From an optimization exercise on the open Yosys and OpenROAD flow, aimed at small area; shortcuts taken in it are not production practice.
The RTL was checked by simulation tests, not by an equivalence proof against the original design.
No activity file was given, so power comes from the tool's default toggle rates.

==> design.v <==
`default_nettype none
`timescale 1ns/1ps
package fetch_pkg;
    localparam int ADDR_W      = 32;
    localparam int OFFSET_W    = 2;
    localparam int SET_W       = 3;
    localparam int SETS        = 8;
    localparam int WAYS        = 2;
    localparam int TAG_W       = ADDR_W - SET_W - OFFSET_W;
    localparam int INSTR_BYTES = 4;
    localparam int CTR_W = 2;
    localparam logic [CTR_W-1:0] CTR_RESET         = 2'b01;
    localparam logic [CTR_W-1:0] CTR_NEW_TAKEN     = 2'b10;
    localparam logic [CTR_W-1:0] CTR_NEW_NOT_TAKEN = 2'b01;
    typedef struct packed {
        logic [TAG_W-1:0]    tag;
        logic [SET_W-1:0]    set;
        logic [OFFSET_W-1:0] offset;
    } btb_addr_fields_t;
    typedef union packed {
        logic [ADDR_W-1:0] raw;
        btb_addr_fields_t  f;
    } btb_addr_u;
endpackage
`default_nettype wire
`timescale 1ns/1ps
`default_nettype none
module btb_dec3 (
    input  logic [2:0] a,
    output logic [7:0] y
);
    always_comb begin
        for (int i = 0; i < 8; i++) y[i] = (a == 3'(i));
    end
endmodule
module btb_rd8 #(
    parameter int W = 1
) (
    input  logic [7:0]     sel,
    input  logic [8*W-1:0] d,
    output logic [W-1:0]   q
);
    for (genvar b = 0; b < W; b++) begin : g_bit
        logic n0, n1, n2, n3;
        btb_aoi222 u_a (.a0(sel[0]), .b0(d[0*W+b]), .a1(sel[1]), .b1(d[1*W+b]),
                        .a2(sel[2]), .b2(d[2*W+b]), .y(n0));
        btb_aoi222 u_b (.a0(sel[3]), .b0(d[3*W+b]), .a1(sel[4]), .b1(d[4*W+b]),
                        .a2(sel[5]), .b2(d[5*W+b]), .y(n1));
        btb_nand2  u_c (.a(sel[6]), .b(d[6*W+b]), .y(n2));
        btb_nand2  u_d (.a(sel[7]), .b(d[7*W+b]), .y(n3));
        assign q[b] = !(n0 && n1 && n2 && n3);
    end
endmodule
module btb_aoi222 (
    input  logic a0, b0, a1, b1, a2, b2,
    output logic y
);
    assign y = !((a0 && b0) || (a1 && b1) || (a2 && b2));
endmodule
module btb_nand2 (
    input  logic a, b,
    output logic y
);
    assign y = !(a && b);
endmodule
`default_nettype wire
`timescale 1ns/1ps
`default_nettype none
module btb_cmp (
    input  logic                         valid,
    input  logic [fetch_pkg::TAG_W-1:0]  tag,
    input  logic [fetch_pkg::TAG_W-1:0]  addr_tag,
    output logic                         hit
);
    assign hit = valid && (tag == addr_tag);
endmodule
module btb_inc (
    input  logic [fetch_pkg::ADDR_W-1:0] pc,
    output logic [fetch_pkg::ADDR_W-1:0] seq
);
    logic [fetch_pkg::ADDR_W:3] c;
    assign seq[1:0] = pc[1:0];
    assign seq[2]   = !pc[2];
    assign c[3]     = pc[2];
    for (genvar i = 3; i < fetch_pkg::ADDR_W; i++) begin : g_ha
        btb_ha u_ha (.a(pc[i]), .b(c[i]), .s(seq[i]), .c(c[i+1]));
    end
endmodule
module btb_ha (
    input  logic a, b,
    output logic s, c
);
    assign s = a ^ b;
    assign c = a & b;
endmodule
module btb_ao222 (
    input  logic a0, b0, a1, b1, a2, b2,
    output logic y
);
    assign y = (a0 && b0) || (a1 && b1) || (a2 && b2);
endmodule
`default_nettype wire
`timescale 1ns/1ps
`default_nettype none
module btb_update (
    input  logic       hit0,
    input  logic       hit1,
    input  logic [1:0] st,         
    input  logic [1:0] ctr0,
    input  logic [1:0] ctr1,
    input  logic       taken,
    output logic       way,        
    output logic [1:0] new_ctr,
    output logic [1:0] new_st
);
    logic [1:0] ctr;
    assign way    = hit0 ? 1'b0 : (hit1 ? 1'b1 : st[0]);
    assign ctr    = hit0 ? ctr0 : ctr1;
    assign new_st = {st[1] | way, !way};
    always_comb begin
        if (hit0 || hit1) begin
            new_ctr = ctr;
            if (taken && ctr != 2'b11)
                new_ctr = ctr + 2'b01;
            else if (!taken && ctr != 2'b00)
                new_ctr = ctr - 2'b01;
        end else begin
            new_ctr = taken ? fetch_pkg::CTR_NEW_TAKEN
                            : fetch_pkg::CTR_NEW_NOT_TAKEN;
        end
    end
endmodule
`default_nettype wire
`timescale 1ns/1ps
`default_nettype none
module fetch_unit (
    input  logic                         clk,
    input  logic                         rst,
    input  logic                         pc_en,
    input  logic                         modify_pc_ex,
    input  logic [fetch_pkg::ADDR_W-1:0] update_pc_ex,
    input  logic                         update_btb_ex,
    input  logic [fetch_pkg::ADDR_W-1:0] pc_ex,
    input  logic [fetch_pkg::ADDR_W-1:0] jump_addr_ex,
    input  logic                         ex_branch_taken,
    output logic [fetch_pkg::ADDR_W-1:0] pc_if,
    output logic                         predicted_taken_if,
    output logic [fetch_pkg::ADDR_W-1:0] predicted_target_if
);
    localparam int SETS  = fetch_pkg::SETS;
    localparam int TAG_W = fetch_pkg::TAG_W;
    localparam int AW    = fetch_pkg::ADDR_W;
    logic [1:0]       st_q   [SETS];
    logic [TAG_W-1:0] tag0_q [SETS];
    logic [TAG_W-1:0] tag1_q [SETS];
    logic [AW-1:0]    tgt0_q [SETS];
    logic [AW-1:0]    tgt1_q [SETS];
    logic [1:0]       ctr0_q [SETS];
    logic [1:0]       ctr1_q [SETS];
    logic [AW-1:0]    pc_q;
    logic [SETS*TAG_W-1:0] tag0_rows, tag1_rows;
    logic [SETS*AW-1:0]    tgt0_rows, tgt1_rows;
    logic [SETS*4-1:0]     f_rows;    
    logic [SETS*6-1:0]     u_rows;    
    always_comb begin
        for (int s = 0; s < SETS; s++) begin
            tag0_rows[s*TAG_W +: TAG_W] = tag0_q[s];
            tag1_rows[s*TAG_W +: TAG_W] = tag1_q[s];
            tgt0_rows[s*AW +: AW]       = tgt0_q[s];
            tgt1_rows[s*AW +: AW]       = tgt1_q[s];
            f_rows[s*4 +: 4]            = {st_q[s], ctr1_q[s][1], ctr0_q[s][1]};
            u_rows[s*6 +: 6]            = {st_q[s], ctr1_q[s], ctr0_q[s]};
        end
    end
    logic [SETS-1:0]  f_dec;
    logic [TAG_W-1:0] f_tag0, f_tag1;
    logic [AW-1:0]    f_tgt0, f_tgt1;
    logic [1:0]       f_st;
    logic             f_c0, f_c1;
    logic             f_hit0, f_hit1, f_tk0, f_tk1;
    logic [AW-1:0]    seq_pc;
    logic [AW-1:0]    pred_tgt;
    btb_dec3 u_fdec (.a(pc_q[4:2]), .y(f_dec));
    btb_rd8 #(.W(TAG_W)) u_ftag0 (.sel(f_dec), .d(tag0_rows), .q(f_tag0));
    btb_rd8 #(.W(TAG_W)) u_ftag1 (.sel(f_dec), .d(tag1_rows), .q(f_tag1));
    btb_rd8 #(.W(AW))    u_ftgt0 (.sel(f_dec), .d(tgt0_rows), .q(f_tgt0));
    btb_rd8 #(.W(AW))    u_ftgt1 (.sel(f_dec), .d(tgt1_rows), .q(f_tgt1));
    btb_rd8 #(.W(4))     u_fst   (.sel(f_dec), .d(f_rows),    .q({f_st, f_c1, f_c0}));
    btb_cmp u_fcmp0 (.valid(f_st[1] | f_st[0]), .tag(f_tag0), .addr_tag(pc_q[31:5]), .hit(f_hit0));
    btb_cmp u_fcmp1 (.valid(f_st[1]),           .tag(f_tag1), .addr_tag(pc_q[31:5]), .hit(f_hit1));
    btb_inc u_inc (.pc(pc_q), .seq(seq_pc));
    logic          f_seq;
    logic          pc_upd, pc_pred, pc_hold;
    logic [AW-1:0] pc_d;
    assign f_tk0 = f_hit0 && f_c0;
    assign f_tk1 = f_hit1 && f_c1;
    assign f_seq = !(f_tk0 || f_tk1);
    assign pc_upd  = pc_en && modify_pc_ex;
    assign pc_pred = pc_en && !modify_pc_ex;
    assign pc_hold = !pc_en;
    for (genvar b = 0; b < AW; b++) begin : g_pc
        btb_ao222 u_pred (.a0(f_tk0), .b0(f_tgt0[b]), .a1(f_tk1), .b1(f_tgt1[b]),
                          .a2(f_seq), .b2(seq_pc[b]), .y(pred_tgt[b]));
        btb_ao222 u_next (.a0(pc_upd), .b0(update_pc_ex[b]), .a1(pc_pred), .b1(pred_tgt[b]),
                          .a2(pc_hold), .b2(pc_q[b]), .y(pc_d[b]));
    end
    assign pc_if               = pc_q;
    assign predicted_taken_if  = !f_seq;
    assign predicted_target_if = pred_tgt;
    always_ff @(posedge clk or posedge rst) begin
        if (rst) pc_q <= '0;
        else     pc_q <= pc_d;
    end
    logic [SETS-1:0]  u_dec;
    logic [TAG_W-1:0] u_tag0, u_tag1;
    logic [1:0]       u_st, u_c0, u_c1, new_ctr, new_st;
    logic             u_hit0, u_hit1, u_way;
    btb_dec3 u_udec (.a(pc_ex[4:2]), .y(u_dec));
    btb_rd8 #(.W(TAG_W)) u_utag0 (.sel(u_dec), .d(tag0_rows), .q(u_tag0));
    btb_rd8 #(.W(TAG_W)) u_utag1 (.sel(u_dec), .d(tag1_rows), .q(u_tag1));
    btb_rd8 #(.W(6))     u_ust   (.sel(u_dec), .d(u_rows),    .q({u_st, u_c1, u_c0}));
    btb_cmp u_ucmp0 (.valid(u_st[1] | u_st[0]), .tag(u_tag0), .addr_tag(pc_ex[31:5]), .hit(u_hit0));
    btb_cmp u_ucmp1 (.valid(u_st[1]),           .tag(u_tag1), .addr_tag(pc_ex[31:5]), .hit(u_hit1));
    btb_update u_upd (
        .hit0(u_hit0), .hit1(u_hit1), .st(u_st), .ctr0(u_c0), .ctr1(u_c1),
        .taken(ex_branch_taken), .way(u_way), .new_ctr(new_ctr), .new_st(new_st)
    );
    always_ff @(posedge clk or posedge rst) begin
        if (rst) begin
            for (int s = 0; s < SETS; s++) st_q[s] <= '0;
        end else begin
            for (int s = 0; s < SETS; s++)
                if (update_btb_ex && u_dec[s]) st_q[s] <= new_st;
        end
    end
    always_ff @(posedge clk) begin
        for (int s = 0; s < SETS; s++) begin
            if (update_btb_ex && u_dec[s] && !u_way) begin
                tag0_q[s] <= pc_ex[31:5];
                tgt0_q[s] <= jump_addr_ex;
                ctr0_q[s] <= new_ctr;
            end
            if (update_btb_ex && u_dec[s] && u_way) begin
                tag1_q[s] <= pc_ex[31:5];
                tgt1_q[s] <= jump_addr_ex;
                ctr1_q[s] <= new_ctr;
            end
        end
    end
endmodule
`default_nettype wire
==> run.sh <==
#!/bin/bash
# synth_recipe.tcl (not shown) runs the flow's synth.tcl, then flattens the netlist and writes it again
# the make line also repeats each setting of config.mk as NAME=value (left out here)
make -C /OpenROAD-flow-scripts/flow DESIGN_CONFIG=/design/flow/config.mk WORK_HOME=/design/flow/orfs CLKGATE_MAP_FILE= SYNTH_SCRIPT=/design/flow/synth_recipe.tcl finish
==> config.mk <==
export PLATFORM = sky130hd
export DESIGN_NAME = fetch_unit
export DESIGN_NICKNAME = fetch_unit
export VERILOG_FILES = /design/flow/design.v
export SDC_FILE = /design/flow/constraint.sdc
export NUM_CORES = 4
export LEC_CHECK = 0
export CAP_MARGIN = 0
export CORE_MARGIN = 2
export CORE_UTILIZATION = 60
export SLEW_MARGIN = 0
export SYNTH_HIERARCHICAL = 1
==> constraint.sdc <==
create_clock -name core_clock -period 10.0 [get_ports {clk}]
set_input_delay 2.0000 -clock core_clock [delete_from_list [all_inputs] [get_ports {clk}]]
set_output_delay 2.0000 -clock core_clock [all_outputs]
set_load 0.01 [all_outputs]
==> summary.txt, run 1 <==
The run finished with no timing, DRC or antenna violations. The tool flagged a number of max-cap violations equal to 0. Counting stages on the worst path, the most repeated cell is ha_1. On the worst path, the slowest cell contributes a delay of 0.49 ns. The aggregate global-route resource usage came out at 35.5%. The synthesized flop and latch total came out at 1024.

The number of global-route vias before repair is 25900. The arrival time at the worst endpoint is 7.77 ns. The count of pins on the block boundary came out at 167. In the layout the commonest cells are edfxtp_1 (976), a222oi_1 (428), nand2_1 (370). The count of final hold-check violations is 0. The number of pins exceeding their max-slew limit in the final report came out at 0. A synthesized cell averages 17.1 um^2. The area of the core region came out at 65700 um^2. Entering global routing, the biggest net connects 91 pins. The number of port buffers is 164. The routed layout has 26700 vias. Buffers inserted during clock tree synthesis total 101. Counting every net in the synthesized netlist gives 2460. The total iterations of the first detailed-routing run is 10. After clock tree synthesis, the clock-pin slew on the worst setup and hold paths is 0.06 ns. The unique cell type count in the Yosys netlist came out at 33. The die covers 68400 um^2. The startpoint type of the worst setup path is a register. Synthesis produced 2327 cells.

The number of nets in the finished design is 2794. The count of standard-cell rows is 94. After detailed routing, the number of vias per cell comes to 7.39. The number of antenna violations at the first check in global routing is 4. The worst path required time is 8.00 ns.

The proportion of synthesized chip area in sequential cells is 76.6%. The HPWL after detailed placement is 63800 um. For this design, the slowest cell found on the critical path is clkdlybuf4s50_1. TritonCTS built the clock tree. The proportion of synthesized flip-flops having asynchronous set or reset came out at 4.69%. The overall power consumption came out at 10.0 mW.

The leakage power came out at 15.0 nW. The worst setup path is of the register to primary output kind. The slew of the pin with the lowest slew margin came out at 1.19 ns. The clock latency on the worst-skew pair came out at 0.67 ns. STA classifies the critical path endpoint as a primary output. Yosys mapped a number of flops with a built-in enable equal to 976. Setup violations remaining at the end of the flow were counted as 0.

The most used flip-flop cell after synthesis is edfxtp_1. The die extent in y is 262 um. Relative to the synthesized area, the layout overhead comes to 17.4%. The residual DRC count came out at 0. For this block, the initial DRC count from the detailed router was 5566.

The final weighted congestion of routability-driven global placement is 0.821. Of the available clock period, the critical path in the final layout requires 97.7%. The clock net sink count is 1024. The leading cell type in the layout, fill and taps excluded is edfxtp_1.

Measured along the x axis, the die boundary spans 262 um. The post-route setup TNS came out at 0 ns. The highest achievable clock rate is 102 MHz. The worst-case IR drop observed on VDD is 184 uV. The share of cells above drive strength 1 is 9.99%.

The synthesized area came out at 39800 um^2. The highest net fanout along the worst path came out at 2. The average wire length per cell after detail routing came out at 34.0 um.

The number of buffers on the longest clock path came out at 3. The H-tree depth came out at 3. The root buffer cell is clkbuf_16. Gates resized during post-CTS repair numbered 1.

The first global-routing pass estimated 173000 um of wire. The sum of overflow across all layers after global routing came out at 0. The number of nets still failing antenna checks after routing is 0.

The power per cell area came out at 215 nW/um^2. The sum of routed wire length over all layers came out at 123000 um. In this run the worst hold path is classified as register to register. Setup repair after global routing left no endpoint under its margin. The synthesis warning total came out at 16.

The final worst clock skew is 0.0277 ns. The clock period could shrink to 9.77 ns. The relative slew slack is 20.6%.

The number of buffers inserted by post-CTS setup repair is 0. The number of hold buffers added after CTS was 0. The starting utilization of the core area came out at 60.6%.
-- flip-flops by register name (all words and copies together), names as in the netlist --
signal / count
tgt0_q: 256
tgt1_q: 256
tag0_q: 216
tag1_q: 216
pc_q: 32
ctr0_q: 16
ctr1_q: 16
st_q: 16
-- cell families (layout without fill, tap and decap cells) --
kind of cell    Yosys count  in the layout  share of synthesized area, %
other cells               0              3                             0
xor+xnor                109            109                          2.40
buf+inv                  73            490                         0.726
flops                  1024           1024                          76.6
compound gates          433            433                          10.8
fa+ha+maj                31             31                         0.974
simple gates            639            639                          7.89
mux                      18             18                         0.550
-- cells in the mapped netlist (6+ instances only) --
cell type  number  area [um^2]
edfxtp_1      976        29300
a222oi_1      428         4280
inv_1          70          263
nand2_1       370         1390
dfrtp_1        48         1200
ha_1           31          388
mux2_2         12          135
and3_2         10         75.1
nor2_1          6         22.5
xnor2_1       109          955
nor3b_1         6         45.0
nand4_1       210         1310
and2_1         10         62.6
and3b_2         6         60.1
-- stage by stage --
step,utilization (%),setup slack [ns],hold WS (ns),cells,instance area [um^2]
after detailed placement,66.2,0.685,0.523,3422,43500
after CTS,71.1,0.0567,0.538,3608,46700
after global routing,71.1,0.0826,0.557,3610,46800
after floorplan,-,0.714,0.500,2327,39900
final,71.1,0.227,0.540,3611,46800
after global placement,66.2,0.697,0.511,3422,43500
-- per-module statistics from Yosys (local to each module, per instance), a selection --
module,times used,flip-flops and latches
btb_aoi222,364,0
btb_inc,1,0
fetch_unit,1,1024
btb_ha,29,0
btb_cmp,4,0
btb_ao222,64,0
-- report_power, final --
group	internal (mW)	leakage [nW]	switching, mW	total (mW)
Sequential	4.86	9.40	0.117	4.97
Clock	2.13	1.57	1.58	3.71
Combinational	0.516	4.05	0.840	1.36
-- worst max-delay path, delay by kind of cell, from the launching register on --
family	cells	cell delay, ns
fa+ha+maj	28	5.86
buf+inv	2	0.59
flops	1	0.38
compound gates	1	0.28
-- layer usage --
metal / GRT usage [%] / part of all wire [%]
met4: 13.0 / 3.7
met1: 49.3 / 36
met5: 0 / 0.0081
met2: 57.1 / 48
met3: 6.54 / 12
-- worst paths after layout --
kind                            start                       to  slack (ns)  cells past startpoint
setup / recovery              pc_q[3]  predicted_target_if[30]        0.23                     31
hold / removal             st_q[6][1]               st_q[6][1]        0.54                      1
setup reg to reg              pc_q[3]                 pc_q[31]        2.80                     33
hold reg to reg            st_q[6][1]               st_q[6][1]        0.54                      1
max in group asynchronous         rst                  pc_q[4]        7.37                      3
min in group asynchronous         rst               st_q[6][1]        1.91                      3
-- layout make-up --
type | count | area [um^2]
fillers | 4196 | 19000
clock buffers | 148 | 2820
multi-input cells | 1230 | 9200
inverters | 70 | 263
clock inverters | 38 | 430
repair buffers | 234 | 2460
diodes | 3 | 7.51
well taps | 864 | 1080
flip-flops and latches | 1024 | 30500
==> inputs of run 2 (changes only) <==
==> flow/run.sh (new file) <==
#!/bin/bash
# Standard ORFS layout (standard.sh, synthesis included) with two changes:
# one-drive buffers on the ports, and a clock tree of clkbuf_8 leaf
# clusters without dummy loads.
set -uo pipefail
export BUFFER_PORTS_ARGS="-buffer_cell sky130_fd_sc_hd__buf_1"
export CTS_ARGS="-sink_clustering_enable -repair_clock_nets -dont_use_dummy_load -buf_list sky130_fd_sc_hd__clkbuf_8 -sink_clustering_size 16 -sink_clustering_max_diameter 60"
bash standard.sh finish > flow_make.log 2>&1
==> standard.sh (new file) <==
#!/bin/bash
# synth_recipe.tcl (not shown) runs the flow's synth.tcl, then flattens the netlist and writes it again
# the make line also repeats each setting of config.mk as NAME=value (left out here)
make -C /OpenROAD-flow-scripts/flow DESIGN_CONFIG=/design/flow/config.mk WORK_HOME=/design/flow/orfs CLKGATE_MAP_FILE= SYNTH_SCRIPT=/design/flow/synth_recipe.tcl "${@:-finish}"
removed: run.sh
==> summary.txt, run 2 <==
The flow ran to the end and the layout has no timing, DRC or antenna violations. The count of final hold-check violations is 0 (unchanged). The area occupied by multi-input gates is 9200 um^2 (about the same). The leading cell type in the layout, fill and taps excluded is edfxtp_1. The sum of routed wire length over all layers is 123000 um (+0.46%). The post-route fraction of the period consumed by the critical path came out at 98.5% (+0.73 points). The proportion of synthesized flip-flops having asynchronous set or reset is 4.69% (unchanged). The violation count after the first detailed-route iteration came to 5704 (+2.5%). The detailed placement HPWL is 64500 um (+1.1%).

The leakage power was 13.5 nW (-10%). By area the synthesized netlist is led by edfxtp_1 (74%), a222oi_1 (11%), nand2_1 (3.5%). The TritonCTS buffer count came to 75 (-26%). The min-delay analysis places its worst path in the category register to register.

The global-route wire length before repair is 174000 um (+0.59%). Among all stages on the critical path, the largest delay is contributed by dfrtp_2. In the post-synthesis netlist, the cell with the most instances is edfxtp_1.

The end of the worst register-to-register path is pc_q[31]. The average via count per standard cell was 7.56 (+2.3%). The area of the core region is 65700 um^2 (unchanged). The maximum number of pins on one net before global-route repair came out at 93 (+2.2%). The largest registers in the layout are tgt0_q (256), tgt1_q (256). The count of flip-flops with a built-in enable after synthesis is 976 (unchanged). The cell family contributing the most delay on the critical path is adder cells.

The H-tree depth was 3 (unchanged). The worst slack on hold paths came out at 0.548 ns (+0.00887 ns). The post-synth net total came out at 2460 (unchanged). The number of buffers and inverters on the critical path is 2 (unchanged). The number of global-route vias before repair came to 26100 (+0.46%).

The die extent in y came out at 262 um (unchanged). The root buffer cell is clkbuf_8. The synthesis warning total is 16 (unchanged). The final critical-path setup slack came out at 0.154 ns (-0.0727 ns). The commonest cells after synthesis are edfxtp_1 (976), a222oi_1 (428), nand2_1 (370), nand4_1 (210), xnor2_1 (109). The worst slack after detailed placement is 0.838 ns (+0.153 ns). The synthesized area is 39800 um^2 (unchanged). The most used cell along the critical path is ha_1. The critical setup path kind is register to primary output. The total via count after detailed routing came out at 26400 (-0.99%).

The clock-pin slew on the worst setup and hold paths was 0.10 ns (+0.04 ns). The post-route setup TNS came out at 0 ns (unchanged). The sum of overflow across all layers after global routing is 0 (unchanged). The final weighted congestion of routability-driven global placement came out at 0.818 (-0.34%). The number of antenna violations at the first check in global routing is 8 (+4). The number of nets in the finished design came out at 2762 (-1.1%). The overall power consumption is 8.18 mW (-19%). The final worst clock skew is 0.0611 ns (+0.0334 ns). The reg-to-reg startpoint is pc_q[3]. The total iterations of the first detailed-routing run came out at 9 (-1). The worst path required time came out at 8.00 ns (about the same). STA classifies the critical path startpoint as a register. The slew of the pin with the lowest slew margin came to 1.21 ns (+0.0204 ns). The startpoint of the worst hold path is st_q[6][0].

The sequential cell area is 30500 um^2 (about the same). edfxtp_1 takes more of the synthesized area than any other cell. The final critical delay including setup and external delays is 9.85 ns (+0.0727 ns). The aggregate global-route resource usage is 35.8% (+0.28 points).

The unique cell type count in the Yosys netlist came to 33 (unchanged). The area growth from synthesis to layout is 9.04%. The number of max-cap violations is 0 (unchanged).

The number of pins exceeding their max-slew limit in the final report is 0 (unchanged). The element type at the critical path end is a primary output. The number of buffers inserted by post-CTS setup repair is 0 (unchanged). The mean post-synth cell area came out at 17.1 um^2 (unchanged). Setup repair after global routing left no endpoint under its margin. The area of the die came to 68400 um^2 (unchanged). The count of pins on the block boundary came out at 167 (unchanged). The number of nets still failing antenna checks after routing is 0 (unchanged). The number of buffers added to fix hold violations after cts came out at 0 (unchanged). The power per cell area is 188 nW/um^2 (-12%). The reg-to-reg setup timing slack is 2.59 ns (-0.21 ns). The instance count after placement with tap cells included is 3416 (-0.18%). The relative slew slack came out at 19.0% (-1.6 points).

The maximum single-stage delay on the critical path came out at 0.52 ns (+0.03 ns). In the layout the commonest cells are edfxtp_1 (976), a222oi_1 (428), nand2_1 (370). The share of cells above drive strength 1 came out at 7.88% (-2.1 points).

The logic depth of the worst register-to-register path came out at 33 (unchanged). The count of standard-cell rows came to 94 (unchanged). The critical path starts at pc_q[3].

The clock latency on the worst-skew pair is 0.71 ns (+0.04 ns). The arrival time at the worst endpoint is 7.85 ns (+0.08 ns). The number of port buffers was 164 (unchanged).

The worst hold path terminates at st_q[6][0]. The proportion of synthesized chip area in sequential cells came to 76.6% (unchanged). The TritonCTS clock tree is built. The maximum ir drop on the vdd rail came out at 127 uV (-31%).

The share of Yosys cell area claimed by the top area cell type is 73.6% (unchanged). The total setup violations reported at the end of the flow is 0 (unchanged). The average wire length per cell after detail routing came to 35.3 um (+3.8%). The synthesized instance count came to 2327 (unchanged). In the synthesized netlist the dominant register cell turns out to be edfxtp_1. The synthesized flop and latch total came out at 1024 (unchanged). The post-cts sizing count is 0 (-1).

The number of buffers on the longest clock path is 3 (unchanged). The highest achievable clock rate is 102 MHz (-0.74%). The filler cell count in the final layout came out at 4588 (+9.3%). The starting utilization of the core area is 60.6% (unchanged). The die extent in x came out at 262 um (unchanged). The highest net fanout along the worst path is 11 (+9). The clock net sink count came to 1024 (unchanged). The residual DRC count is 0 (unchanged). The number of cells in the finished layout apart from fillers came out at 3496 (-3.2%). The number of stages on the worst hold path is 1 (unchanged).
## run 2: kinds of logic after synthesis
kind of cell	after synthesis	synth area share (%)
muxes	18	0.550
xor gates and xnor gates	109	2.40
AOI/OAI and AO/OA	433	10.8
DFF	1024	76.6
adders and majority gates	31	0.974
buffers and inverters	73	0.726
and+or+nand+nor	639	7.89
## run 2: worst max-delay path by stage
stage | end | cells past startpoint
2_1_floorplan | predicted_target_if[0] | 11
3_3_place_gp | predicted_target_if[31] | 32
3_5_place_dp | predicted_target_if[31] | 32
4_1_cts | predicted_target_if[31] | 32
5_1_grt | predicted_target_if[31] | 32
6_report | predicted_target_if[31] | 32
## run 2: power by group
group          switching [mW]  leakage [nW]  internal, mW  total (mW)
clock                    1.26         0.539         0.676        1.93
sequential              0.126          9.40          4.85        4.97
combinational           0.836          3.56         0.441        1.28
total                    2.22          13.5          5.97        8.18
## run 2: final cells by class
class / count / share of cell area [%]
inverter: 70 / 0.605
multi-input combinational: 1230 / 21.2
sequential: 1024 / 70.3
clock buffer: 75 / 2.38
tap: 864 / 2.49
antenna: 5 / 0.0288
timing repair buffer: 228 / 3.04
## run 2: per-module statistics from Yosys, one instance, submodules excluded, a selection
module / flops+latches / area [um^2] / cells
btb_nand2: 0 / 3.75 / 1
btb_update: 0 / 148 / 21
btb_dec3: 0 / 65.1 / 8
btb_aoi222: 0 / 10.0 / 1
fetch_unit: 1024 / 30900 / 1076
btb_inc: 0 / 18.8 / 3
btb_cmp: 0 / 300 / 36
btb_ao222: 0 / 13.8 / 2
btb_ha: 0 / 12.5 / 1
## run 2: worst reg2reg max path, delay by kind of cell, from the launching register on
kind / cells / cell delay [ns]
adders and majority gates: 29 / 6.09
DFF: 1 / 0.52
buffers and inverters: 2 / 0.17
AOI/OAI and AO/OA: 2 / 0.52
## run 2: routing by layer
metal,GRT usage (%),wire length [um],vias to the layer above
met3,6.80,15000,296
met5,0,39,-
met2,57.1,58900,2078
met1,48.9,44600,13300
li1,-,-,10800
met4,15.6,4930,6
## run 2: through the flow
| step | instance area (um^2) | utilization, % |
|---|---|---|
| after detailed placement | 42400 | 64.4 |
| final | 43400 | 66.0 |
| after CTS | 43400 | 66.0 |
| after global routing | 43400 | 66.0 |
| after floorplan | 39900 | - |
| after global placement | 42400 | 64.4 |
==> inputs of run 3 (changes only) <==
--- a/design.v
+++ b/design.v
@@ -82,16 +82,53 @@
     assign seq[1:0] = pc[1:0];
     assign seq[2]   = !pc[2];
     assign c[3]     = pc[2];
-    for (genvar i = 3; i < fetch_pkg::ADDR_W; i++) begin : g_ha
-        btb_ha u_ha (.a(pc[i]), .b(c[i]), .s(seq[i]), .c(c[i+1]));
-    end
-endmodule
-module btb_ha (
-    input  logic a, b,
+    for (genvar i = 3; i < fetch_pkg::ADDR_W; i++) begin : g_bit
+        if (i % 2 == 1) begin : g_p
+            btb_inc_p u_st (.a(pc[i]), .c(c[i]), .s(seq[i]), .c_n(c[i+1]));
+        end else begin : g_n
+            btb_inc_n u_st (.a(pc[i]), .c_n(c[i]), .s(seq[i]), .c(c[i+1]));
+        end
+    end
+endmodule
+module btb_inc_p (
+    input  logic a, c,
+    output logic s, c_n
+);
+    btb_xor2  u_s (.a(a), .b(c), .y(s));
+    btb_nand2 u_c (.a(a), .b(c), .y(c_n));
+endmodule
+module btb_inc_n (
+    input  logic a, c_n,
     output logic s, c
 );
-    assign s = a ^ b;
-    assign c = a & b;
+    logic a_n;
+    btb_xnor2 u_s (.a(a), .b(c_n), .y(s));
+    btb_inv   u_i (.a(a), .y(a_n));
+    btb_nor2  u_c (.a(c_n), .b(a_n), .y(c));
+endmodule
+module btb_xor2 (
+    input  logic a, b,
+    output logic y
+);
+    assign y = a ^ b;
+endmodule
+module btb_xnor2 (
+    input  logic a, b,
+    output logic y
+);
+    assign y = !(a ^ b);
+endmodule
+module btb_nor2 (
+    input  logic a, b,
+    output logic y
+);
+    assign y = !(a || b);
+endmodule
+module btb_inv (
+    input  logic a,
+    output logic y
+);
+    assign y = !a;
 endmodule
 module btb_ao222 (
     input  logic a0, b0, a1, b1, a2, b2,
==> summary.txt, run 3 <==
The run finished with no timing, DRC or antenna violations. The synthesized instance count is 2369 (+1.8%). The average via count per standard cell came to 7.50 (-0.79%). The number of max-cap violations came out at 0 (unchanged). The final weighted congestion of routability-driven global placement came out at 0.832 (+1.7%). The violation count after the first detailed-route iteration came out at 5600 (-1.8%). The worst setup path is launched from a register. TritonCTS built the clock tree. The aggregate global-route resource usage is 35.8% (about the same). The global-route wire length before repair is 174000 um (-0.24%). The number of nets in the finished design is 2786 (+0.87%). The number of buffers and inverters on the critical path came out at 2 (unchanged). The highest achievable clock rate is 108 MHz (+6.6%). The average wire length per cell after detail routing is 35.2 um (-0.40%). The number of buffers inserted by post-CTS setup repair came to 0 (unchanged).

The critical setup path kind is register to primary output. The die extent in y came out at 262 um (about the same). The area occupied by multi-input gates came out at 9190 um^2 (about the same).

The class of the worst hold path is register to register. The number of pins exceeding their max-slew limit in the final report is 0 (unchanged). The clock-pin slew on the worst setup and hold paths came out at 0.09 ns (about the same). In the layout the commonest cells are edfxtp_1 (976), a222oi_1 (428), nand2_1 (384). The cell family contributing the most delay on the critical path is simple AND/OR/NAND/NOR gates. The post-route fraction of the period consumed by the critical path was 92.4% (-6.1 points). The area of the core region is 65700 um^2 (unchanged).

The count of final hold-check violations is 0 (unchanged). The mean post-synth cell area came to 16.8 um^2 (-1.7%). The highest net fanout along the worst path is 13 (+2). The detailed placement HPWL was 64300 um (-0.19%). The filler cell count in the final layout is 4578 (-0.22%). The total via count after detailed routing came out at 26600 (+0.77%).

The slew of the pin with the lowest slew margin was 1.19 ns (-0.0179 ns). Setup repair after global routing left no endpoint under its margin. The count of standard-cell rows is 94 (unchanged). The post-synth net total was 2473 (+0.53%). The final critical-path setup slack came out at 0.760 ns (+0.606 ns). The die extent in x is 262 um (about the same). The root buffer cell is clkbuf_8. The starting utilization of the core area came out at 60.6% (+0.074 points). Leaving out fill and tap cells, the most frequent cell in the layout is edfxtp_1.

The sum of routed wire length over all layers was 125000 um (+1.2%). The total setup violations reported at the end of the flow is 0 (unchanged). The total iterations of the first detailed-routing run came out at 14 (+5). The area of the die is 68500 um^2 (+0.12%).

The relative slew slack is 20.2% (+1.2 points). The number of antenna violations at the first check in global routing is 10 (+2). The worst path required time is 8.00 ns (about the same).

The synthesis warning total was 16 (unchanged). The maximum single-stage delay on the critical path is 0.84 ns (+0.32 ns). STA classifies the critical path endpoint as a primary output.

The number of global-route vias before repair is 25800 (-0.79%). The TritonCTS buffer count is 77 (+2.7%). The clock latency on the worst-skew pair came to 0.74 ns (+0.03 ns). The H-tree depth came out at 3 (unchanged). The power per cell area is 189 nW/um^2 (+0.31%). The count of pins on the block boundary came to 167 (unchanged). The maximum ir drop on the vdd rail is 125 uV (-1.6%). The number of buffers added to fix hold violations after cts came out at 0 (unchanged).

The residual DRC count is 0 (unchanged). The library cell contributing the largest single delay on the critical path is dfrtp_1. The post-cts sizing count is 0 (unchanged). The number of nets still failing antenna checks after routing is 0 (unchanged). The share of cells above drive strength 1 is 8.06% (+0.18 points). The sequential cell area came out at 30500 um^2 (about the same).

The largest registers in the layout are tgt0_q (256), tgt1_q (256). The final critical delay including setup and external delays came out at 9.24 ns (-0.606 ns). The area growth from synthesis to layout is 9.15% (about the same). The clock net sink count was 1024 (unchanged).

The sum of overflow across all layers after global routing came to 0 (unchanged). The number of buffers on the longest clock path is 3 (unchanged). The worst slack after detailed placement came out at 1.58 ns (+0.746 ns). The number of port buffers is 164 (unchanged). The synthesized area is 39900 um^2 (+0.12%). The final worst clock skew came out at 0.0769 ns (+0.0158 ns). The maximum number of pins on one net before global-route repair was 64 (-31%). The leakage power is 13.5 nW (-0.14%). The arrival time at the worst endpoint came out at 7.24 ns (-0.61 ns). The post-route setup TNS came to 0 ns (unchanged). The reg-to-reg setup timing slack is 3.24 ns (+0.65 ns).
run 3: final cells by class:
type                    count  share of cell area, %
diodes                      7                 0.0403
multi-input cells        1258                   21.1
clock buffers              77                   2.44
repair buffers            237                   3.08
well taps                 864                   2.48
flip-flops and latches   1024                   70.1
inverters                  84                  0.725
run 3: metal layers:
| layer | track usage (%) | vias up | part of all wire [%] |
|---|---|---|---|
| li1 | - | 10900 | - |
| met2 | 57.0 | 2087 | 47 |
| met4 | 13.3 | 8 | 3.5 |
| met5 | 0 | - | 0.041 |
| met1 | 49.7 | 13400 | 37 |
| met3 | 7.01 | 291 | 13 |
run 3: metrics by stage:
step           hold slack, ns  instances  cell area, um^2  utilization [%]  total power [mW]
6_report                0.537       3551            43500             66.2              8.23
5_1_grt                 0.561       3548            43500             66.2              8.43
4_1_cts                 0.533       3544            43500             66.2              8.21
3_5_place_dp            0.517       3467            42400             64.5              6.33
3_3_place_gp            0.514       3467            42400             64.5              6.30
2_1_floorplan           0.500       2369            39900                -              5.77
run 3: power breakdown:
group | internal (mW) | total, mW | switching, mW | leakage [nW]
sequential | 4.85 | 4.97 | 0.124 | 9.40
clock | 0.692 | 1.96 | 1.27 | 0.554
combinational | 0.443 | 1.29 | 0.849 | 3.52
total | 5.98 | 8.23 | 2.24 | 13.5
run 3: path summary, 6_finish.rpt:
| path | endpoint | start | cells past startpoint |
|---|---|---|---|
| max | predicted_target_if[31] | pc_q[2] | 32 |
| min | st_q[1][0] | st_q[1][0] | 1 |
| max reg2reg | pc_q[31] | pc_q[2] | 33 |
| min reg2reg | st_q[1][0] | st_q[1][0] | 1 |
| max in group asynchronous | pc_q[0] | rst | 3 |
| min in group asynchronous | pc_q[30] | rst | 3 |
run 3: worst register-to-register path: cells and delay by family, from the launching register on:
family	cells	cell delay, ns
simple gates	28	5.08
flops	1	0.84
compound gates	2	0.53
buf+inv	2	0.17
xor+xnor	1	0.09
==> inputs of run 4 (changes only) <==
--- a/design.v
+++ b/design.v
@@ -41,14 +41,13 @@
     output logic [W-1:0]   q
 );
     for (genvar b = 0; b < W; b++) begin : g_bit
-        logic n0, n1, n2, n3;
+        logic n0, n1;
         btb_aoi222 u_a (.a0(sel[0]), .b0(d[0*W+b]), .a1(sel[1]), .b1(d[1*W+b]),
                         .a2(sel[2]), .b2(d[2*W+b]), .y(n0));
         btb_aoi222 u_b (.a0(sel[3]), .b0(d[3*W+b]), .a1(sel[4]), .b1(d[4*W+b]),
                         .a2(sel[5]), .b2(d[5*W+b]), .y(n1));
-        btb_nand2  u_c (.a(sel[6]), .b(d[6*W+b]), .y(n2));
-        btb_nand2  u_d (.a(sel[7]), .b(d[7*W+b]), .y(n3));
-        assign q[b] = !(n0 && n1 && n2 && n3);
+        btb_rd_tail u_t (.n0(n0), .n1(n1), .a0(sel[6]), .b0(d[6*W+b]),
+                         .a1(sel[7]), .b1(d[7*W+b]), .y(q[b]));
     end
 endmodule
 module btb_aoi222 (
@@ -56,6 +55,12 @@
     output logic y
 );
     assign y = !((a0 && b0) || (a1 && b1) || (a2 && b2));
+endmodule
+module btb_rd_tail (
+    input  logic n0, n1, a0, b0, a1, b1,
+    output logic y
+);
+    assign y = !(n0 && n1 && !(a0 && b0) && !(a1 && b1));
 endmodule
 module btb_nand2 (
     input  logic a, b,
==> summary.txt, run 4 <==
The number of buffers and inverters on the critical path came out at 2 (unchanged). The post-route setup TNS is 0 ns (unchanged). The synthesized instance count came to 2187 (-7.7%).

The maximum single-stage delay on the critical path is 0.73 ns (-0.11 ns). The run finished with no timing, DRC or antenna violations. The total via count after detailed routing came out at 26100 (-2.0%). The worst slack after detailed placement was 1.50 ns (-0.0867 ns).

The highest net fanout along the worst path came to 13 (unchanged). The leakage power came out at 13.5 nW (+0.51%). The TritonCTS buffer count came out at 77 (unchanged). The number of port buffers came out at 164 (unchanged).

The highest achievable clock rate came out at 106 MHz (-1.9%). The maximum ir drop on the vdd rail is 153 uV (+23%). The final worst clock skew is 0.0882 ns (+0.0113 ns). On the critical path, the stage with the largest delay is an instance of dfrtp_1. The violation count after the first detailed-route iteration came to 5868 (+4.8%).

The instance count after placement with tap cells included is 3294 (-5.0%). The clock net sink count came out at 1024 (unchanged). The number of nets in the finished design is 2613 (-6.2%). The number of buffers added to fix hold violations after cts is 0 (unchanged). The number of stages on the worst hold path came out at 1 (unchanged). The number of max-cap violations is 0 (unchanged). The number of cells in the finished layout apart from fillers came out at 3374 (-5.0%). The post-synth net total was 2291 (-7.4%). The sum of overflow across all layers after global routing came out at 0 (unchanged).

In this run the most critical hold path is launched from st_q[4][1]. The clock latency on the worst-skew pair came to 0.73 ns (about the same). The element type at the critical path end is a primary output.

In this run the critical register-to-register path is captured at pc_q[31]. The share of cells above drive strength 1 is 8.97% (+0.92 points). The synthesis warning total came out at 16 (unchanged). The worst slack on hold paths came out at 0.539 ns (+0.00144 ns). The final critical-path setup slack is 0.584 ns (-0.176 ns).

The aggregate global-route resource usage came out at 35.6% (-0.15 points). The cell family contributing the most delay on the critical path is simple AND/OR/NAND/NOR gates. The mean post-synth cell area came out at 18.1 um^2 (+7.7%). The die extent in x came to 261 um (-0.28%). The total iterations of the first detailed-routing run is 12 (-2). The count of final hold-check violations is 0 (unchanged). The worst path required time came out at 8.00 ns (about the same).

The logic depth of the worst register-to-register path came out at 33 (unchanged). The starting utilization of the core area is 60.4% (-0.24 points). The total setup violations reported at the end of the flow came out at 0 (unchanged). The worst hold path terminates at st_q[4][1]. The area of the core region was 65600 um^2 (-0.18%). Setup repair after global routing left no endpoint under its margin.

The synthesized area came out at 39600 um^2 (-0.57%). The arrival time at the worst endpoint is 7.42 ns (+0.18 ns). The number of antenna violations at the first check in global routing came to 9 (-1). The detailed placement HPWL came out at 65400 um (+1.6%). The launch point of the critical path is pc_q[2]. The number of global-route vias before repair came out at 25500 (-1.3%). The H-tree depth is 3 (unchanged). The post-cts sizing count was 0 (unchanged).

The clock-pin slew on the worst setup and hold paths is 0.09 ns (about the same). The post-route fraction of the period consumed by the critical path is 94.2% (+1.8 points). The area of the die came to 68100 um^2 (-0.56%). The largest registers in the layout are tgt0_q (256), tgt1_q (256). From synthesis to final layout, the design area changed by 9.28%. The count of standard-cell rows came out at 94 (unchanged). The critical path is of the register to primary output type. The number of nets still failing antenna checks after routing is 0 (unchanged). The leading cell type in the layout, fill and taps excluded is edfxtp_1.

The global-route wire length before repair is 173000 um (-0.60%). The final weighted congestion of routability-driven global placement came out at 0.800 (-3.8%). In this run the worst hold path is classified as register to register. The number of buffers inserted by post-CTS setup repair came out at 0 (unchanged). The final critical delay including setup and external delays is 9.42 ns (+0.176 ns). The sum of routed wire length over all layers came out at 123000 um (-1.5%).

The maximum number of pins on one net before global-route repair came to 101 (+58%). The number of pins exceeding their max-slew limit in the final report was 0 (unchanged). The reg-to-reg startpoint is pc_q[2]. The startpoint type of the worst setup path is a register. The average wire length per cell after detail routing is 36.5 um (+3.6%). The utilization after layout is 66.0% (-0.18 points).

Leaving out fill and tap cells, the most frequent cells in the layout are edfxtp_1 (976), a222oi_1 (428), a22oi_1 (182), nand3_1 (182), buf_1 (164). The relative slew slack is 23.2% (+3.0 points). The slew of the pin with the lowest slew margin came out at 1.15 ns (-0.0455 ns). The die extent in y is 261 um (-0.28%). The number of buffers on the longest clock path is 3 (unchanged). The power per cell area came out at 190 nW/um^2 (+0.40%).

The TritonCTS clock tree is built. The average via count per standard cell came out at 7.73 (+3.1%). The reg-to-reg setup timing slack is 2.97 ns (-0.27 ns). The residual DRC count came to 0 (unchanged). In this run the clock root is driven by a clkbuf_8. The count of pins on the block boundary is 167 (unchanged).
==> run 4: worst reg2reg max path, delay by kind of cell, from the launching register on <==
kind | cells | cell delay, ns
buf+inv | 2 | 0.19
flops | 1 | 0.73
compound gates | 2 | 0.53
xor+xnor | 1 | 0.10
simple gates | 28 | 5.36
==> run 4: where the power goes <==
part           total [mW]  internal, mW  switching (mW)  leakage (nW)
registers            4.98          4.85           0.130          9.40
logic                1.30         0.456           0.841          3.59
clock network        1.95         0.692            1.25         0.554
total                8.22          6.00            2.22          13.5
==> run 4: worst max-delay path by stage <==
| stage | to | slack [ns] | cells after the start |
|---|---|---|---|
| 5_1_grt | predicted_target_if[31] | 0.14 | 32 |
| 4_1_cts | predicted_target_if[31] | 0.69 | 32 |
| 3_3_place_gp | predicted_target_if[31] | 1.49 | 32 |
| 2_1_floorplan | predicted_target_if[0] | 0.71 | 11 |
| 6_report | predicted_target_if[31] | 0.58 | 32 |
| 3_5_place_dp | predicted_target_if[31] | 1.50 | 32 |
==> run 4: layer usage <==
metal / track usage, % / wire, um
met2: 56.4 / 58000
met5: 0 / 72
met3: 6.89 / 15300
met1: 50.2 / 45300
met4: 12.9 / 4320
==> run 4: layout make-up <==
cell class	instances	area, um^2
Multi-Input combinational cell	1076	8960
Clock buffer	77	1060
Inverter	84	315
Sequential cell	1024	30500
Antenna cell	3	7.51
Fill cell	4645	22300
Tap cell	864	1080
Timing Repair Buffer	246	1380
==> run 4: stage by stage <==
| stage | cell area [um^2] | power, mW |
|---|---|---|
| finish | 43300 | 8.22 |
| global route | 43300 | 8.44 |
| CTS | 43300 | 8.20 |
| detailed placement | 42300 | 6.34 |
| global placement | 42300 | 6.32 |
| floorplan | 39700 | 5.78 |
==> inputs of run 5 (changes only) <==
==> flow/run.sh (replaced) <==
#!/bin/bash
# Standard ORFS layout (standard.sh, synthesis included) with two changes:
# one-drive buffers on the ports, and a clock tree of clkbuf_8 leaf
# clusters without dummy loads.
set -uo pipefail
export BUFFER_PORTS_ARGS="-buffer_cell sky130_fd_sc_hd__buf_1"
export CTS_ARGS="-sink_clustering_enable -repair_clock_nets -dont_use_dummy_load -buf_list sky130_fd_sc_hd__clkbuf_8 -sink_clustering_size 18 -sink_clustering_max_diameter 60"
bash standard.sh finish > flow_make.log 2>&1
==> summary.txt, run 5 <==
The top cell types in the final layout, fill and taps aside, are edfxtp_1 (976), a222oi_1 (428), a22oi_1 (182), nand3_1 (182), buf_1 (164). The relative slew slack was 23.7% (+0.49 points). The power per cell area came out at 189 nW/um^2 (-0.63%).

The detailed placement HPWL is 65400 um (unchanged). The post-route fraction of the period consumed by the critical path is 95.4% (+1.3 points). The net switching power of the design is 2.21 mW (-0.72%). The residual DRC count is 0 (unchanged). The relative contribution of sequential cells to total power is 61.1% (+0.5 points). The TritonCTS buffer count came out at 71 (-7.8%).

The post-cts sizing count came out at 0 (unchanged). The maximum ir drop on the vdd rail came out at 145 uV (-5.3%). The number of buffers on the longest clock path came out at 3 (unchanged). The highest net fanout along the worst path came out at 13 (unchanged). The internal power consumption was 5.95 mW (-0.85%). The leakage power came out at 13.5 nW (-0.32%). The reg-to-reg setup timing slack came out at 2.87 ns (-0.10 ns). The switching share of total power came out at 27.1% (about the same). The run finished with no timing, DRC or antenna violations. The met2 track demand over resource in global routing came out at 55.9% (-0.46 points). The violation count after the first detailed-route iteration is 5739 (-2.2%). The starting utilization of the core area came out at 60.4% (unchanged). The synthesized instance count came out at 2187 (unchanged). The cell sitting at the root of the clock tree is a clkbuf_8. Setup repair after global routing left no endpoint under its margin. The logic depth of the worst register-to-register path came to 33 (unchanged). The total iterations of the first detailed-routing run is 8 (-4). The instance count after placement with tap cells included came out at 3294 (unchanged).

The count of pins on the block boundary is 167 (unchanged). The total via count after detailed routing came out at 25900 (-0.83%). The H-tree depth came out at 3 (unchanged). The post-route setup TNS was 0 ns (unchanged). The area growth from synthesis to layout came out at 9.08%. The clock network fraction of total power is 23.1% (-0.6 points). The worst path required time came out at 8.00 ns (about the same). The average via count per standard cell is 7.68 (-0.68%). The number of port buffers came out at 164 (unchanged). The aggregate global-route resource usage is 35.6% (-0.061 points). The number of global-route vias before repair was 25400 (-0.21%).

The TritonCTS clock tree is built. The clock net sink count came to 1024 (unchanged). The final worst clock skew came out at 0.0842 ns (-0.00395 ns). The count of final hold-check violations came out at 0 (unchanged). The number of max-cap violations is 0 (unchanged). The class of the worst hold path is register to register. The clock-pin slew on the worst setup and hold paths is 0.10 ns (about the same). The worst setup path is launched from a register. The die extent in y came out at 261 um (unchanged). The die extent in x came out at 261 um (unchanged). The number of pins exceeding their max-slew limit in the final report is 0 (unchanged). The sum of routed wire length over all layers was 123000 um (-0.29%). The library cell contributing the largest single delay on the critical path is dfrtp_1. The slew of the pin with the lowest slew margin was 1.14 ns (-0.00741 ns).

The number of nets in the finished design is 2607 (-0.23%). The synthesized area was 39600 um^2 (unchanged). The maximum number of pins on one net before global-route repair is 101 (unchanged). The total setup violations reported at the end of the flow is 0 (unchanged). Leaving out fill and tap cells, the most frequent cell in the layout is edfxtp_1. The mean post-synth cell area is 18.1 um^2 (unchanged). The number of nets still failing antenna checks after routing is 0 (unchanged). The average wire length per cell after detail routing came out at 36.4 um (-0.14%). The worst setup path is of the register to primary output kind. The number of buffers inserted by post-CTS setup repair is 0 (unchanged). The met3 usage in global routing came out at 7.11% (+0.22 points). The clock latency on the worst-skew pair came out at 0.74 ns (about the same). The synthesis warning total came out at 16 (unchanged). The arrival time at the worst endpoint is 7.54 ns (+0.12 ns). The area of the core region was 65600 um^2 (unchanged). The count of standard-cell rows came out at 94 (unchanged). The global-route wire length before repair came to 173000 um (-0.11%).

The busiest layer in global routing is met2. The number of cells in the finished layout apart from fillers is 3369 (-0.15%). The timing endpoint of the critical path is predicted_target_if[31].

The final weighted congestion of routability-driven global placement came out at 0.800 (unchanged). The highest achievable clock rate was 105 MHz (-1.3%). In this run the critical register-to-register path is launched from pc_q[2]. The post-synth net total came out at 2291 (unchanged).

Tracing the worst setup path back leads to its startpoint at pc_q[2]. The number of buffers added to fix hold violations after cts is 0 (unchanged). The number of antenna violations at the first check in global routing came to 10 (+1). The sum of overflow across all layers after global routing came out at 0 (unchanged). The share of cells above drive strength 1 is 8.76% (-0.22 points). The end of the worst register-to-register path is pc_q[31].

In the final layout, the registers with the most flip-flops are tgt0_q (256), tgt1_q (256). The area of the die is 68100 um^2 (unchanged). The global routing usage on met1 came out at 50.1% (about the same). The worst setup path is captured at a primary output. The part of the total power dissipated in combinational logic is 15.9% (about the same).

The maximum single-stage delay on the critical path is 0.73 ns (about the same). The final critical delay including setup and external delays is 9.54 ns (+0.125 ns).
==> run 5: worst min-delay path by stage <==
stage / start / endpoint / slack [ns] / cells past startpoint
6_report: st_q[4][1] / st_q[4][1] / 0.54 / 1
5_1_grt: st_q[4][1] / st_q[4][1] / 0.56 / 1
4_1_cts: st_q[6][1] / st_q[6][1] / 0.54 / 1
3_5_place_dp: st_q[3][1] / st_q[3][1] / 0.52 / 1
3_3_place_gp: st_q[0][1] / st_q[0][1] / 0.51 / 1
2_1_floorplan: st_q[0][0] / st_q[0][0] / 0.50 / 1
==> run 5: layout make-up <==
type,count,area (um^2)
clock buffer,71,977
antenna,4,10.0
multi-input combinational,1076,8960
sequential,1024,30500
fill,4650,22400
tap,864,1080
timing repair buffer,246,1380
inverter,84,315
==> run 5: power groups by stage <==
| stage | Sequential [mW] | Combinational (mW) | Clock (mW) |
|---|---|---|---|
| 3_3_place_gp | 5.06 | 1.25 | 0 |
| 3_5_place_dp | 5.07 | 1.27 | 0 |
| 4_1_cts | 4.97 | 1.27 | 1.90 |
| 6_report | 4.98 | 1.29 | 1.88 |
| 5_1_grt | 4.99 | 1.36 | 2.02 |
| 2_1_floorplan | 5.03 | 0.752 | 0 |
==> run 5: metrics by stage <==
| step | power (mW) | utilization [%] | setup slack [ns] | hold WS [ns] | cell area [um^2] |
|---|---|---|---|---|---|
| final | 8.15 | 65.9 | 0.459 | 0.541 | 43200 |
| after global routing | 8.37 | 65.9 | 0.114 | 0.561 | 43200 |
| after CTS | 8.14 | 65.9 | 0.685 | 0.541 | 43200 |
| after detailed placement | 6.34 | 64.4 | 1.50 | 0.522 | 42300 |
| after global placement | 6.32 | 64.4 | 1.49 | 0.515 | 42300 |
| after floorplan | 5.78 | - | 0.706 | 0.500 | 39700 |
==> run 5: per-layer routing <==
layer | up-vias | share of wire [%] | routed length [um]
li1 | 10500 | - | -
met1 | 13100 | 36 | 44700
met2 | 1913 | 47 | 57400
met3 | 306 | 13 | 15500
met4 | 14 | 4.0 | 4850
met5 | - | 0.073 | 90
==> run 5: critical path: cells and delay by family, from the launching register on <==
family	cells	cell delay, ns
xor gates and xnor gates	1	0.10
and+or+nand+nor	28	5.47
DFF	1	0.73
AOI/OAI and AO/OA	1	0.29
buffers and inverters	2	0.24
==> inputs of run 6 (changes only) <==
--- a/design.v
+++ b/design.v
@@ -152,13 +152,11 @@
     input  logic [1:0] ctr1,
     input  logic       taken,
     output logic       way,        
-    output logic [1:0] new_ctr,
-    output logic [1:0] new_st
+    output logic [1:0] new_ctr
 );
     logic [1:0] ctr;
     assign way    = hit0 ? 1'b0 : (hit1 ? 1'b1 : st[0]);
     assign ctr    = hit0 ? ctr0 : ctr1;
-    assign new_st = {st[1] | way, !way};
     always_comb begin
         if (hit0 || hit1) begin
             new_ctr = ctr;
@@ -255,7 +253,8 @@
     end
     logic [SETS-1:0]  u_dec;
     logic [TAG_W-1:0] u_tag0, u_tag1;
-    logic [1:0]       u_st, u_c0, u_c1, new_ctr, new_st;
+    logic [1:0]       u_st, u_c0, u_c1, new_ctr;
+    logic [SETS-1:0]  we0, we1;
     logic             u_hit0, u_hit1, u_way;
     btb_dec3 u_udec (.a(pc_ex[4:2]), .y(u_dec));
     btb_rd8 #(.W(TAG_W)) u_utag0 (.sel(u_dec), .d(tag0_rows), .q(u_tag0));
@@ -265,24 +264,30 @@
     btb_cmp u_ucmp1 (.valid(u_st[1]),           .tag(u_tag1), .addr_tag(pc_ex[31:5]), .hit(u_hit1));
     btb_update u_upd (
         .hit0(u_hit0), .hit1(u_hit1), .st(u_st), .ctr0(u_c0), .ctr1(u_c1),
-        .taken(ex_branch_taken), .way(u_way), .new_ctr(new_ctr), .new_st(new_st)
+        .taken(ex_branch_taken), .way(u_way), .new_ctr(new_ctr)
     );
+    always_comb begin
+        for (int s = 0; s < SETS; s++) begin
+            we0[s] = update_btb_ex && u_dec[s] && !u_way;
+            we1[s] = update_btb_ex && u_dec[s] && u_way;
+        end
+    end
     always_ff @(posedge clk or posedge rst) begin
         if (rst) begin
             for (int s = 0; s < SETS; s++) st_q[s] <= '0;
         end else begin
             for (int s = 0; s < SETS; s++)
-                if (update_btb_ex && u_dec[s]) st_q[s] <= new_st;
+                st_q[s] <= {st_q[s][1] || we1[s], we0[s] || (st_q[s][0] && !we1[s])};
         end
     end
     always_ff @(posedge clk) begin
         for (int s = 0; s < SETS; s++) begin
-            if (update_btb_ex && u_dec[s] && !u_way) begin
+            if (we0[s]) begin
                 tag0_q[s] <= pc_ex[31:5];
                 tgt0_q[s] <= jump_addr_ex;
                 ctr0_q[s] <= new_ctr;
             end
-            if (update_btb_ex && u_dec[s] && u_way) begin
+            if (we1[s]) begin
                 tag1_q[s] <= pc_ex[31:5];
                 tgt1_q[s] <= jump_addr_ex;
                 ctr1_q[s] <= new_ctr;
--- a/config.mk
+++ b/config.mk
@@ -8,5 +8,6 @@
 export CAP_MARGIN = 0
 export CORE_MARGIN = 2
 export CORE_UTILIZATION = 60
+export GPL_TIMING_DRIVEN = 0
 export SLEW_MARGIN = 0
 export SYNTH_HIERARCHICAL = 1
==> summary.txt, run 6 <==
The final critical delay including setup and external delays came out at 9.65 ns (+0.107 ns). The clock latency on the worst-skew pair came out at 0.70 ns (-0.04 ns). The reg-to-reg setup timing slack is 2.77 ns (-0.10 ns).

The count of standard-cell rows came to 94 (unchanged). The top cell types in the final layout, fill and taps aside, are edfxtp_1 (976), a222oi_1 (428), a22oi_1 (182), nand3_1 (182), buf_1 (164). The total setup violations reported at the end of the flow was 0 (unchanged).

The average wire length per cell after detail routing came out at 36.4 um (about the same). The final critical-path setup slack is 0.352 ns (-0.107 ns). The share of cells above drive strength 1 came to 8.79% (+0.038 points). The number of max-cap violations was 0 (unchanged).

The number of global-route vias before repair is 25200 (-1.1%). The clock net sink count came out at 1024 (unchanged). The number of buffers inserted by post-CTS setup repair came out at 0 (unchanged). The post-detailed-placement cell area came to 43600 um^2 (+3.1%). The H-tree depth is 3 (unchanged). The detailed placement HPWL is 71000 um (+8.6%).

The area growth from synthesis to layout is 12.5%. The number of stages on the worst hold path came out at 1 (unchanged). The leakage power came out at 13.9 nW (+3.0%). The library cell contributing the largest single delay on the critical path is dfrtp_1. The starting utilization of the core area came out at 60.4% (about the same). The worst setup path is captured at a primary output. The count of final hold-check violations is 0 (unchanged). The number of pins exceeding their max-slew limit in the final report came out at 0 (unchanged).

The number of buffers on the longest clock path is 3 (unchanged). The post-synth net total is 2291 (unchanged). The worst path required time came out at 8.00 ns (about the same). The residual DRC count is 0 (unchanged). The maximum ir drop on the vdd rail is 165 uV (+13%).

The sum of overflow across all layers after global routing was 0 (unchanged). The area of the die was 68000 um^2 (-0.22%). The average via count per standard cell is 7.75 (+0.85%). The die extent in x is 261 um (-0.11%). Setup repair after global routing left no endpoint under its margin. The area of the core region is 65500 um^2 (-0.18%). The synthesized instance count came out at 2187 (unchanged). The largest registers in the layout are tgt0_q (256), tgt1_q (256).

The total via count after detailed routing was 26200 (+1.2%). The arrival time at the worst endpoint was 7.65 ns (+0.11 ns). The number of nets in the finished design came to 2619 (+0.46%). The final design instance area without fill came out at 44500 um^2 (+2.9%). The worst register-to-register path begins at pc_q[4]. Leaving out fill and tap cells, the most frequent cell in the layout is edfxtp_1.

The TritonCTS buffer count is 68 (-4.2%). The highest net fanout along the worst path came out at 12 (-1). STA classifies the critical path startpoint as a register.

The root buffer cell is clkbuf_8. The final weighted congestion of routability-driven global placement is 0.777 (-2.9%). The total iterations of the first detailed-routing run was 10 (+2). The mean post-synth cell area is 18.1 um^2 (-0.22%).

The most used cell along the critical path is nor2_1. The synthesis warning total is 16 (unchanged). The global-route wire length before repair is 173000 um (+0.19%).

The worst slack after detailed placement is 1.09 ns (-0.403 ns). The maximum single-stage delay on the critical path was 0.72 ns (about the same). The logic depth of the worst register-to-register path was 33 (unchanged).

The number of antenna violations at the first check in global routing came out at 6 (-4). The sum of routed wire length over all layers is 123000 um (+0.34%). The endpoint identified for the worst register-to-register timing path is pc_q[31]. For hold timing, the worst endpoint is st_q[4][1]. The count of pins on the block boundary is 167 (unchanged). The violation count after the first detailed-route iteration is 5332 (-7.1%). The relative slew slack is 30.0% (+6.2 points).

The tightest min-delay check is of the register to register type. The maximum number of pins on one net before global-route repair is 52 (-49%). In this run the most critical hold path is launched from st_q[4][1]. The number of port buffers came out at 164 (unchanged). TritonCTS built the clock tree. The slew of the pin with the lowest slew margin is 1.05 ns (-0.0907 ns). The number of nets still failing antenna checks after routing is 0 (unchanged). The clock-pin slew on the worst setup and hold paths is 0.10 ns (about the same). The post-route fraction of the period consumed by the critical path was 96.5% (+1.1 points). The critical setup path kind is register to primary output. The die extent in y came out at 261 um (-0.11%). The aggregate global-route resource usage came out at 36.0% (+0.39 points). The power per cell area came out at 183 nW/um^2 (-3.0%). Tracing the worst setup path back leads to its startpoint at pc_q[4]. The flow ran to the end and the layout has no timing, DRC or antenna violations. The final worst clock skew is 0.0584 ns (-0.0259 ns).

The highest achievable clock rate is 104 MHz (-1.1%). The filler cell count in the final layout is 4366 (-6.1%). The synthesized area came out at 39600 um^2 (-0.22%).
==> run 6: worst max-delay path by stage <==
stage / depth (start not counted) / end
global placement: 12 / predicted_target_if[19]
floorplan: 11 / predicted_target_if[0]
finish: 32 / predicted_target_if[31]
global route: 32 / predicted_target_if[31]
detailed placement: 32 / predicted_target_if[31]
CTS: 32 / predicted_target_if[31]
==> run 6: repair_timing <==
| item | in CTS | in global routing |
|---|---|---|
| endpoints found under the hold margin | 0 | 0 |
| endpoints found under the setup margin | 0 | 2 |
| resized for setup | 0 | 2 |
| hold buffers | 0 | 0 |
==> run 6: area by class of cell <==
class	count	area [um^2]	area share [%]
sequential	1024	30500	68.6
multi-input combinational	1075	8900	20.0
timing repair buffer	258	2730	6.12
tap	864	1080	2.43
clock buffer	68	936	2.10
inverter	83	312	0.700
buffer	5	36.3	0.0815
antenna	2	5.00	0.0112
==> run 6: critical path, delay by kind of cell (launching register included) <==
family          cells  cell delay, ns
compound gates      1            0.35
xor+xnor            1            0.09
buf+inv             3            0.38
flops               1            0.72
simple gates       27            5.45
==> run 6: layer usage <==
metal  vias to the layer above  track usage (%)  part of all wire (%)
li1                      10500                -                     -
met1                     13300             50.8                    37
met2                      2044             56.4                    47
met3                       291             6.73                    12
met4                         8             13.8                   3.5
met5                         -                0                 0.046
==> run 6: power by group <==
group          switching, mW  total (mW)  internal (mW)
combinational          0.829        1.37          0.539
sequential             0.122        4.94           4.82
clock                   1.22        1.83          0.616
==> run 6: metrics by stage <==
stage	std cells	total power [mW]	hold slack (ns)	setup TNS, ns	util [%]
final	3379	8.14	0.519	0	67.9
after global routing	3379	8.38	0.532	0	67.9
after CTS	3377	8.13	0.511	0	67.9
after detailed placement	3309	6.38	0.487	0	66.5
after global placement	3215	6.22	0.467	-3814.18	63.0
after floorplan	2187	5.71	0.454	0	-
==> inputs of run 7 (changes only) <==
--- a/config.mk
+++ b/config.mk
@@ -8,6 +8,5 @@
 export CAP_MARGIN = 0
 export CORE_MARGIN = 2
 export CORE_UTILIZATION = 60
-export GPL_TIMING_DRIVEN = 0
 export SLEW_MARGIN = 0
 export SYNTH_HIERARCHICAL = 1
==> summary.txt, run 7 <==
The clock latency on the worst-skew pair came out at 0.71 ns (about the same). The maximum single-stage delay on the critical path is 0.65 ns (-0.07 ns). The die extent in y is 261 um (unchanged). The leakage power is 13.4 nW (-3.3%).

The tree is rooted in a clkbuf_8. The arrival time at the worst endpoint is 7.44 ns (-0.21 ns). The TritonCTS buffer count is 70 (+2.9%). The total setup violations reported at the end of the flow was 0 (unchanged).

The final design instance area without fill was 43100 um^2 (-3.2%). The area growth from synthesis to layout came out at 8.91%. The aggregate global-route resource usage was 35.8% (-0.20 points).

The post-cts sizing count came out at 0 (unchanged). The highest net fanout along the worst path came out at 13 (+1). The clock net sink count is 1024 (unchanged). The count of final hold-check violations is 0 (unchanged).

The critical path is of the register to primary output type. The number of global-route vias before repair came out at 25500 (+1.1%). The final critical delay including setup and external delays came out at 9.44 ns (-0.213 ns). The post-detailed-placement cell area came out at 42100 um^2 (-3.3%). The number of max-cap violations is 0 (unchanged). The count of pins on the block boundary came out at 167 (unchanged). The leading cell type in the layout, fill and taps excluded is edfxtp_1. The slew of the pin with the lowest slew margin is 1.29 ns (+0.235 ns). The average wire length per cell after detail routing came out at 36.4 um (about the same). The relative slew slack is 14.2% (-16 points). The post-route fraction of the period consumed by the critical path is 94.4% (-2.1 points). The starting utilization of the core area came out at 60.4% (unchanged). The clock-pin slew on the worst setup and hold paths is 0.10 ns (about the same).

The highest achievable clock rate is 106 MHz (+2.3%). The total via count after detailed routing is 26000 (-0.55%). The class of the worst hold path is register to register. The number of antenna violations at the first check in global routing came out at 9 (+3). The die extent in x came out at 261 um (unchanged). The worst slack on hold paths came out at 0.509 ns (-0.00993 ns). The post-route setup TNS came to 0 ns (unchanged). The sum of routed wire length over all layers came out at 123000 um (-0.34%). The area of the die is 68000 um^2 (unchanged). The worst path required time came out at 8.00 ns (about the same). The TritonCTS clock tree is built. The count of standard-cell rows came out at 94 (unchanged). The number of pins exceeding their max-slew limit in the final report is 0 (unchanged). STA classifies the critical path endpoint as a primary output.

The synthesized area came out at 39600 um^2 (unchanged). The residual DRC count came out at 0 (unchanged). The post-synth net total came out at 2291 (unchanged). The number of buffers and inverters on the critical path was 2 (-1).

On the critical path, the stage with the largest delay is an instance of dfrtp_2. The number of port buffers came out at 164 (unchanged). Setup repair after global routing left no endpoint under its margin. The maximum ir drop on the vdd rail was 164 uV (-0.49%).

The startpoint type of the worst setup path is a register. The final weighted congestion of routability-driven global placement came to 0.858 (+10%). The total iterations of the first detailed-routing run is 13 (+3).

The violation count after the first detailed-route iteration came out at 5835 (+9.4%). The sum of overflow across all layers after global routing came to 0 (unchanged). The number of buffers added to fix hold violations after cts came to 0 (unchanged). The top cell types in the final layout, fill and taps aside, are edfxtp_1 (976), a222oi_1 (428), a22oi_1 (182), nand3_1 (182), buf_1 (164).

The power per cell area came to 186 nW/um^2 (+1.9%). The detailed placement HPWL is 65700 um (-7.4%). The number of cells in the finished layout apart from fillers is 3368 (-0.33%). The number of buffers on the longest clock path came out at 3 (unchanged). The number of nets still failing antenna checks after routing came to 0 (unchanged). The kind of cell with the highest combined delay on the critical path is simple AND/OR/NAND/NOR gates. The share of cells above drive strength 1 came out at 8.32% (-0.48 points). The largest registers in the layout are tgt0_q (256), tgt1_q (256). The final worst clock skew came out at 0.0565 ns (-0.00187 ns). The mean post-synth cell area is 18.1 um^2 (unchanged).

The run finished with no timing, DRC or antenna violations. The global-route wire length before repair is 173000 um (about the same). The number of nets in the finished design is 2607 (-0.46%). The utilization after layout was 65.8% (-2.2 points). The synthesis warning total is 16 (unchanged).

The H-tree depth is 3 (unchanged). The synthesized instance count came out at 2187 (unchanged). The average via count per standard cell came out at 7.73 (-0.23%). The maximum number of pins on one net before global-route repair is 69 (+33%). The instance count after placement with tap cells included came out at 3295 (-0.42%).

The area of the core region is 65500 um^2 (unchanged). The number of buffers inserted by post-CTS setup repair came out at 0 (unchanged).
run 7: layer usage:
metal,global-route usage (%),part of all wire (%),routed length (um),vias up
met5,0,0.075,92,-
met4,12.9,3.7,4530,14
met3,6.93,13,16200,308
met2,56.6,47,57200,2141
met1,50.2,36,44700,13100
li1,-,-,-,10500
run 7: power by group:
part           internal [mW]  switching [mW]
clock network          0.633            1.22
registers               4.82           0.122
logic                  0.428           0.802
run 7: area by class of cell:
| type | instances | area (um^2) |
|---|---|---|
| inverter | 83 | 312 |
| clock buffer | 70 | 963 |
| sequential | 1024 | 30500 |
| antenna | 3 | 7.51 |
| timing repair buffer | 249 | 1320 |
| tap | 864 | 1080 |
| fill | 4612 | 22400 |
| multi-input combinational | 1075 | 8880 |
run 7: worst reg2reg max path: cells and delay by family, from the launching register on:
| family | cells | cell delay (ns) |
|---|---|---|
| AO/OA/AOI/OAI | 2 | 0.55 |
| XOR/XNOR | 1 | 0.09 |
| buffers and inverters | 2 | 0.17 |
| flip-flops | 1 | 0.65 |
| AND/OR/NAND/NOR | 28 | 5.40 |
run 7: path summary, 6_finish.rpt:
path                                 start                      end  slack [ns]  depth (start not counted)
worst min-delay path            st_q[6][1]               st_q[6][1]        0.51                          1
worst min register to register  st_q[6][1]               st_q[6][1]        0.51                          1
worst max register to register     pc_q[2]                 pc_q[31]        2.97                         33
worst max-delay path               pc_q[2]  predicted_target_if[31]        0.56                         32
min in group asynchronous              rst                 pc_q[24]        1.52                          3
max in group asynchronous              rst                  pc_q[3]        7.82                          3
run 7: stage by stage:
step / worst slack (ns) / power, mW
final: 0.565 / 8.03
after floorplan: 0.706 / 5.71
after detailed placement: 1.33 / 6.24
after CTS: 0.517 / 8.03
after global routing: 0.0842 / 8.26
after global placement: 1.42 / 6.22

==> static timing again, ports no longer ideal <==
The flow's constraints put no driver on any port. The routed layouts listed below were extracted and timed again, unchanged, in two steps. Step 1 (the two cells are an assumption about what drives the block):
set clk [get_ports {clk}]
set_driving_cell -lib_cell sky130_fd_sc_hd__clkbuf_16 $clk
set_driving_cell -lib_cell sky130_fd_sc_hd__buf_2 [delete_from_list [all_inputs] $clk]
Step 2 also shifts input and output timing later by t, the mid clock arrival at the registers, as if the neighbouring blocks saw the same clock. Three values: no drivers, after step 1, after step 2; two values: the first two.
run	shift t [ns]	setup WS [ns]	worst data-port slew with drivers (ns)
run 1	0.721	0.227 / 0.163 / 0.884	0.16
run 2	0.742	0.154 / 0.088 / 0.830	0.11
run 3	0.768	0.760 / 0.694 / 1.462	0.13
run 4	0.750	0.584 / 0.517 / 1.267	0.12
run 5	0.767	0.459 / 0.391 / 1.158	0.13
run 6	0.736	0.352 / 0.289 / 1.026	0.11
run 7	0.739	0.565 / 0.504 / 1.243	0.13
After both steps setup and hold are still met in every run listed.
